Source: an optimization exercise on an open RTL-to-GDS flow (aim: small area, a short achievable clock period and few clock cycles). Production flows keep margins and buffers that such runs may drop.
In this exercise RTL edits were held to simulation tests only and were not proved equivalent to the original.

Setup of job 101:
// elgamal_byte_verifier_top
module elgamal_byte_verifier_top (
   input  logic                              clock,
   input  logic                              reset,
   input  logic                              req_valid,
   output logic                              req_ready,
   input  logic [72:0]                       req_data,
   output logic                              rsp_valid,
   input  logic                              rsp_ready,
   output logic [2:0]                        rsp_data,
   input  logic                              psel,
   input  logic                              penable,
   input  logic                              pwrite,
   input  logic [3:0]                        paddr,
   input  logic [31:0]                       pwdata,
   output logic [31:0]                       prdata,
   output logic                              pready
);
For scale: roughly 4000 cells after synthesis, about 450 flip-flops, about 150 I/O pins, about 35000 sq um of cells after synthesis.
Settings: LEC_CHECK=0, CAP_MARGIN=30, CORE_MARGIN=2, CORE_UTILIZATION=60, SETUP_SLACK_MARGIN=3.2, SLEW_MARGIN=30; clock period 8.0 ns.
run.sh (not shown) runs the stock make flow with config.mk's settings and CLKGATE_MAP_FILE= SYNTH_SCRIPT=/design/flow/synth_recipe.tcl, a recipe that flattens the netlist after the stock synthesis.
Testbench counts of job 101, summed over its fixed seeds: cycles 305,692.
Setup changes, job 101 to job 102
diff --git a/flow/design.v b/flow/design.v
--- a/flow/design.v
+++ b/flow/design.v
@@ -646,15 +646,15 @@
    localparam logic [2:0] A_ACC = 3'd0, A_Y = 3'd1, A_R = 3'd2, A_G = 3'd3, A_ONE = 3'd4,
                           A_BG = 3'd5, A_BY = 3'd6, A_TAB = 3'd7;
    logic [4:0]  state_ff, state_in, follow_ff, follow;
    logic [3:0]  cnt_ff, cnt_in;
    logic [31:0] acc_ff, acc_in;
    logic [31:0] by_ff, br_ff, byr_ff, bg_ff;
    logic [31:0] r2_ff;
-   logic [33:0] tp_ff;
+   logic [33:0] tp;
    logic [3:0]  pinv, a_dig_ff, a_dig_in, ab_low_ff, ab_low_in;
    logic        dirty_ff;
    logic        yok_ff;           
    logic [4:0]  ei_ff, ei_in;
    logic [2:0]  hi_ff, hi_in;
    logic [1:0]  tsel_ff;
    logic        hb_ff, hz_ff, nz_ff, rlt_ff, slt_ff, sm1_ff, ok_ff;
@@ -687,21 +687,22 @@
    always_comb begin
       unique case ((state_ff == S_GRED) ? 2'b01 : tsel_ff)
          2'b10:   tab = by_ff;
          2'b01:   tab = br_ff;
          default: tab = byr_ff;
       endcase
    end
+   assign tp = {2'b00, modulus} + {1'b0, modulus, 1'b0};
    ebv_modmul u_mul (
       .clock   (clock),
       .run     (mm && !mm_last),
       .a_dig   (a_dig_ff),
       .b       (acc_ff),
       .modulus (modulus),
-      .tp      (tp_ff),
+      .tp      (tp),
       .pinv    (pinv),
       .ab_low  (ab_low_ff),
       .ld      (ld || (state_ff == S_IDLE && dirty_ff)),
       .ld_val  (ld_val),
       .dbl     (dbl),
       .res     (mres),
       .sum_lo  (res_sum_lo),
@@ -928,15 +929,14 @@
       a_dig_ff  <= a_dig_in;
       ab_low_ff <= ab_low_in;
       ei_ff     <= ei_in;
       hi_ff     <= hi_in;
       tsel_ff   <= {r_in[ei_ff], s_in[ei_ff]};
       hb_ff     <= h_in[hi_ff];
       hz_ff     <= (hi_ff == 3'd0) && !h_in[0];
-      tp_ff     <= {2'b00, modulus} + {1'b0, modulus, 1'b0};
       nz_ff     <= (modulus >= 32'd3) && (r_in != 32'd0) && (s_in != 32'd0);
       rlt_ff    <= (state_ff == S_CHKS) ? rlt_ff : mlt;
       slt_ff    <= mlt;
       sm1_ff    <= mm1;
       if (mm && mm_last && state_ff == S_CVR) br_ff <= mres;
       else if (state_ff == S_CHK) br_ff <= r_in;
       if (mm && mm_last && state_ff == S_CVY) by_ff <= mres;
Notes after the runs:
- Diff job 102 and job 101: fraction of the mapped netlist area in adder cells higher in job 102
- Compared with job 101, job 102 shows clock buffer and inverter area fraction after layout lower by 0.75 points.
- Diff job 101 -> job 102: post-detailed-placement cell area shrank by about 1.2%, utilization after layout now larger.
- Compared with job 101, sum of routed wire length over all layers in job 102 decreased slightly.
- Job 102 vs. job 101: count of buffers added by post-CTS timing repair for setup up about 8%; cell total after placement closely matched the old numbers; number of clock buffers in the layout dropped about 1.5%; transition time at the pin with the least slew margin now sits lower; wire length of the first global-routing pass shrank by 1.6%.
- Job 102 went all the way through synthesis, placement and routing and the layout is clean on timing, DRC and antenna.
- Summary of job 102 over job 101: worst endpoint data arrival time increased by 130 ps relative to the old numbers; hold slack increased by 20 ps relative to the old numbers.
Testbench counts of job 102, summed over its fixed seeds: cycles 305,692.

re-timing with driven ports:
No port has a modelled driver above. Below, the same layouts with a new extraction and two added sets of constraints.
Step 1: set_driving_cell puts a clkbuf_16 on clock and a buf_2 on each other input, an assumption about the parent block.
Step 2 moves the port delays by t, midway between the first and last clock arrival at a register: inputs arrive t later, outputs are due t later. That takes back most of the time a late clock gives input paths.
Slacks: ideal / step 1 / step 2; pairs: ideal / step 1.
run | shift t [ns] | setup slack, ns | hold slack, ns | clock arrival spread, ns | cell pins on the clock port's net
job 101 | 0.708 | 3.030 / 3.030 / 2.910 | 0.449 / 0.449 / 0.449 | 0.032 / 0.032 | 1
job 102 | 0.663 | 2.845 / 2.845 / 2.639 | 0.469 / 0.469 / 0.469 | 0.041 / 0.041 | 1
After both steps setup and hold are still met in every run listed. The setup slack of job 102, which loses most, moves by 0.000 ns with the drivers and by -0.206 ns with both steps.
